This design comes from an exercise in tuning for small area, a short achievable clock period and few clock cycles per item on the open sky130 flow, not from production work. Power and IR drop assume default switching activity.

Design bounded_ordered_set, start of the top module:
module bounded_ordered_set (
   input  logic        clock,
   input  logic        reset,
   input  logic        req_tvalid,
   output logic        req_tready,
   input  logic [31:0] req_tdata,
   input  logic [1:0]  req_tuser,
   output logic        rsp_tvalid,
   input  logic        rsp_tready,
   output logic [7:0]  rsp_tdata,   
   input  logic        csr_we,
   input  logic [3:0]  csr_wdata
);
==> module bounded_ordered_set, before the edit <==
module bounded_ordered_set (
   input  logic        clock,
   input  logic        reset,
   input  logic        req_tvalid,
   output logic        req_tready,
   input  logic [31:0] req_tdata,
   input  logic [1:0]  req_tuser,
   output logic        rsp_tvalid,
   input  logic        rsp_tready,
   output logic [7:0]  rsp_tdata,   
   input  logic        csr_we,
   input  logic [3:0]  csr_wdata
);
   localparam int N = bos_pkg::CAPACITY;
   localparam int W = bos_pkg::RSP_W;
   localparam int Q = 3;
   logic [N-1:0]       valid_ff;
   logic [N:0]         count_ff;    
   logic [N-1:0]       below_ff;    
   logic               a_valid_ff;
   logic               a_hit_ff;
   logic               a_insert_ff;
   logic               a_room_ff;
   logic [1:0]         q_cnt_ff;
   logic [W-1:0]       q_ff [Q];
   logic               rsp_valid_ff;
   logic [1:0]         out_cnt_ff;
   logic               ready_ff;
   logic [N-1:0]       equal;
   logic [N-1:0]       match;
   logic [N-1:0]       free_first;
   logic               hit_any;
   logic [3:0]         count;
   logic               room;
   logic               req_fire;
   logic               is_insert;
   logic               is_remove;
   logic               take;
   logic [1:0]         status;
   logic [W-1:0]       rsp_new;
   logic               pop;
   logic [1:0]         q_cnt_in;
   logic [1:0]         out_cnt_in;
   assign req_tready = ready_ff;
   assign req_fire   = req_tvalid && ready_ff;
   for (genvar i = 0; i < N; i++) begin : g_slot
      bos_cell u_cell (
         .clock (clock),
         .load  (!valid_ff[i]),
         .value (req_tdata),
         .equal (equal[i])
      );
   end
   assign match   = equal & valid_ff;
   assign hit_any = |match;
   always_comb begin
      free_first = '0;
      for (int i = N - 1; i >= 0; i--) begin
         if (!valid_ff[i]) begin
            free_first = '0;
            free_first[i] = 1'b1;
         end
      end
   end
   always_comb begin
      count = '0;
      for (int k = 0; k <= N; k++) begin
         count = count | ({4{count_ff[k]}} & 4'(k));
      end
   end
   assign room      = |(count_ff[N-1:0] & below_ff);
   assign is_insert = (req_tuser == bos_pkg::OP_INSERT);
   assign is_remove = (req_tuser == bos_pkg::OP_REMOVE);
   assign take      = req_fire && is_insert && room;
   always_ff @(posedge clock) begin
      if (reset) begin
         valid_ff <= '0;
      end else begin
         for (int i = 0; i < N; i++) begin
            if (match[i] && ((req_fire && is_remove) || take)) begin
               valid_ff[i] <= 1'b0;
            end else if (take && free_first[i]) begin
               valid_ff[i] <= 1'b1;
            end
         end
      end
   end
   always_ff @(posedge clock) begin
      if (reset) begin
         count_ff <= (N+1)'(1);
      end else if (take && !hit_any) begin
         count_ff <= {count_ff[N-1:0], 1'b0};
      end else if (req_fire && is_remove && hit_any) begin
         count_ff <= {1'b0, count_ff[N:1]};
      end
   end
   always_ff @(posedge clock) begin
      a_hit_ff    <= hit_any;
      a_insert_ff <= is_insert;
      a_room_ff   <= room;
   end
   always_comb begin
      if (a_insert_ff) begin
         status = a_hit_ff ? bos_pkg::ST_DUPLICATE :
                  (a_room_ff ? bos_pkg::ST_DONE : bos_pkg::ST_FULL);
      end else begin
         status = a_hit_ff ? bos_pkg::ST_DONE : bos_pkg::ST_NOT_FOUND;
      end
   end
   assign rsp_new = {count, a_hit_ff, status};
   assign pop      = rsp_tready && rsp_valid_ff;
   assign q_cnt_in = q_cnt_ff + {1'b0, a_valid_ff} - {1'b0, pop};
   always_ff @(posedge clock) begin
      for (int k = 0; k < Q; k++) begin
         if (pop) begin
            if (k + 1 < Q && q_cnt_ff > 2'(k + 1)) begin
               q_ff[k] <= q_ff[(k + 1) % Q];
            end else begin
               q_ff[k] <= rsp_new;
            end
         end else if (q_cnt_ff <= 2'(k)) begin
            q_ff[k] <= rsp_new;
         end
      end
   end
   assign out_cnt_in = out_cnt_ff + {1'b0, req_fire} - {1'b0, pop};
   always_ff @(posedge clock) begin
      if (reset) begin
         a_valid_ff   <= 1'b0;
         for (int k = 0; k < N; k++) begin
            below_ff[k] <= (4'(k) < bos_pkg::CAP_LIMIT_RESET);
         end
         q_cnt_ff     <= '0;
         rsp_valid_ff <= 1'b0;
         out_cnt_ff   <= '0;
         ready_ff     <= 1'b1;
      end else begin
         a_valid_ff <= req_fire;
         if (csr_we) begin
            for (int k = 0; k < N; k++) begin
               below_ff[k] <= (4'(k) < csr_wdata);
            end
         end
         q_cnt_ff     <= q_cnt_in;
         rsp_valid_ff <= (q_cnt_in != 2'd0);
         out_cnt_ff   <= out_cnt_in;
         ready_ff     <= (out_cnt_in < 2'(Q));
      end
   end
   assign rsp_tvalid = rsp_valid_ff;
   assign rsp_tdata  = {1'b0, q_ff[0]};
endmodule
==> flow/config.mk <==
export PLATFORM = sky130hd
export DESIGN_NAME = bounded_ordered_set
export DESIGN_NICKNAME = bounded_ordered_set
export VERILOG_FILES = /design/flow/design.v
export SDC_FILE = /design/flow/constraint.sdc
export NUM_CORES = 4
export LEC_CHECK = 0
export CAP_MARGIN = 20
export CORE_MARGIN = 2
export CORE_UTILIZATION = 40
export SETUP_SLACK_MARGIN = 2.4
export SLEW_MARGIN = 20
==> flow/constraint.sdc <==
create_clock -name core_clock -period 4.0 [get_ports {clock}]
set_input_delay 0.8000 -clock core_clock [delete_from_list [all_inputs] [get_ports {clock}]]
set_output_delay 0.8000 -clock core_clock [all_outputs]
set_load 0.01 [all_outputs]
run.sh (not shown) runs the stock make flow with config.mk's settings and CLKGATE_MAP_FILE= SYNTH_SCRIPT=/design/flow/synth_recipe.tcl, a recipe that flattens the netlist after the stock synthesis.
Change:
--- a/flow/design.v
+++ b/flow/design.v
@@ -41,5 +41,8 @@
    localparam int N = bos_pkg::CAPACITY;
    localparam int W = bos_pkg::RSP_W;
-   localparam int Q = 3;
+   localparam int Q = 4;
+   logic               r_valid_ff;
+   bos_pkg::value_type r_value_ff;
+   logic [1:0]         r_op_ff;
    logic [N-1:0]       valid_ff;
    logic [N:0]         count_ff;    
@@ -49,8 +52,8 @@
    logic               a_insert_ff;
    logic               a_room_ff;
-   logic [1:0]         q_cnt_ff;
+   logic [2:0]         q_cnt_ff;
    logic [W-1:0]       q_ff [Q];
    logic               rsp_valid_ff;
-   logic [1:0]         out_cnt_ff;
+   logic [2:0]         out_cnt_ff;
    logic               ready_ff;
    logic [N-1:0]       equal;
@@ -67,13 +70,17 @@
    logic [W-1:0]       rsp_new;
    logic               pop;
-   logic [1:0]         q_cnt_in;
-   logic [1:0]         out_cnt_in;
+   logic [2:0]         q_cnt_in;
+   logic [2:0]         out_cnt_in;
    assign req_tready = ready_ff;
    assign req_fire   = req_tvalid && ready_ff;
+   always_ff @(posedge clock) begin
+      r_value_ff <= req_tdata;
+      r_op_ff    <= req_tuser;
+   end
    for (genvar i = 0; i < N; i++) begin : g_slot
       bos_cell u_cell (
          .clock (clock),
          .load  (!valid_ff[i]),
-         .value (req_tdata),
+         .value (r_value_ff),
          .equal (equal[i])
       );
@@ -97,7 +104,7 @@
    end
    assign room      = |(count_ff[N-1:0] & below_ff);
-   assign is_insert = (req_tuser == bos_pkg::OP_INSERT);
-   assign is_remove = (req_tuser == bos_pkg::OP_REMOVE);
-   assign take      = req_fire && is_insert && room;
+   assign is_insert = (r_op_ff == bos_pkg::OP_INSERT);
+   assign is_remove = (r_op_ff == bos_pkg::OP_REMOVE);
+   assign take      = r_valid_ff && is_insert && room;
    always_ff @(posedge clock) begin
       if (reset) begin
@@ -105,5 +112,5 @@
       end else begin
          for (int i = 0; i < N; i++) begin
-            if (match[i] && ((req_fire && is_remove) || take)) begin
+            if (match[i] && ((r_valid_ff && is_remove) || take)) begin
                valid_ff[i] <= 1'b0;
             end else if (take && free_first[i]) begin
@@ -118,5 +125,5 @@
       end else if (take && !hit_any) begin
          count_ff <= {count_ff[N-1:0], 1'b0};
-      end else if (req_fire && is_remove && hit_any) begin
+      end else if (r_valid_ff && is_remove && hit_any) begin
          count_ff <= {1'b0, count_ff[N:1]};
       end
@@ -137,21 +144,22 @@
    assign rsp_new = {count, a_hit_ff, status};
    assign pop      = rsp_tready && rsp_valid_ff;
-   assign q_cnt_in = q_cnt_ff + {1'b0, a_valid_ff} - {1'b0, pop};
+   assign q_cnt_in = q_cnt_ff + {2'b00, a_valid_ff} - {2'b00, pop};
    always_ff @(posedge clock) begin
       for (int k = 0; k < Q; k++) begin
          if (pop) begin
-            if (k + 1 < Q && q_cnt_ff > 2'(k + 1)) begin
+            if (k + 1 < Q && q_cnt_ff > 3'(k + 1)) begin
                q_ff[k] <= q_ff[(k + 1) % Q];
             end else begin
                q_ff[k] <= rsp_new;
             end
-         end else if (q_cnt_ff <= 2'(k)) begin
+         end else if (q_cnt_ff <= 3'(k)) begin
             q_ff[k] <= rsp_new;
          end
       end
    end
-   assign out_cnt_in = out_cnt_ff + {1'b0, req_fire} - {1'b0, pop};
+   assign out_cnt_in = out_cnt_ff + {2'b00, req_fire} - {2'b00, pop};
    always_ff @(posedge clock) begin
       if (reset) begin
+         r_valid_ff   <= 1'b0;
          a_valid_ff   <= 1'b0;
          for (int k = 0; k < N; k++) begin
@@ -163,5 +171,6 @@
          ready_ff     <= 1'b1;
       end else begin
-         a_valid_ff <= req_fire;
+         r_valid_ff <= req_fire;
+         a_valid_ff <= r_valid_ff;
          if (csr_we) begin
             for (int k = 0; k < N; k++) begin
@@ -170,7 +179,7 @@
          end
          q_cnt_ff     <= q_cnt_in;
-         rsp_valid_ff <= (q_cnt_in != 2'd0);
+         rsp_valid_ff <= (q_cnt_in != 3'd0);
          out_cnt_ff   <= out_cnt_in;
-         ready_ff     <= (out_cnt_in < 2'(Q));
+         ready_ff     <= (out_cnt_in < 3'(Q));
       end
    end
=>
- The new run finished clean
- sequential power rises by 14%
- non-clock buffer count went down by 26
- power went up by about 18%
- utilization is lower by 3.6 points
- area after synthesis climbs by about 9%
- worst setup slack improved by 0.015 ns
- combinational power is about the same
- die area grows by about 9%
- sequential cell count increases by 44
- sequential share of layout area goes up by 4.5 points
- cell count is higher by about 4.6%
- wire length falls by about 3%
- register-to-register slack gets worse by 0.06 ns
- cell area went up by about 2.4%
No run of this note included a check of the RTL's function; only the layout flow was run.

## static timing again, ports no longer ideal
In the flow no input, the clock included, has a driving cell. The finished layouts below were timed again as built, in two steps.
Step 1: set_driving_cell puts a clkbuf_16 on clock and a buf_2 on each other input, an assumption about the parent block.
Step 2 times the ports against the registers' clock, not the clock port: input delays grow and output delays shrink by t, the midpoint of the rising clock arrivals with the driver on.
Slacks: ideal ports / drivers / drivers and shift; pairs: ideal ports / drivers.
run	t (ns)	slack for setup (ns)	worst hold slack (ns)	worst slew at a driven data input, ns	pins driven straight from the clock port
the first run	0.559	1.500 / 1.517 / 0.958	0.484 / 0.473 / 0.484	0.06	1
the second run	0.576	1.515 / 1.515 / 1.515	0.441 / 0.441 / 0.441	0.05	1
After both steps setup and hold are still met in every run listed. The setup slack of the first run, which loses most, moves by +0.017 ns with the drivers and by -0.542 ns with both steps.
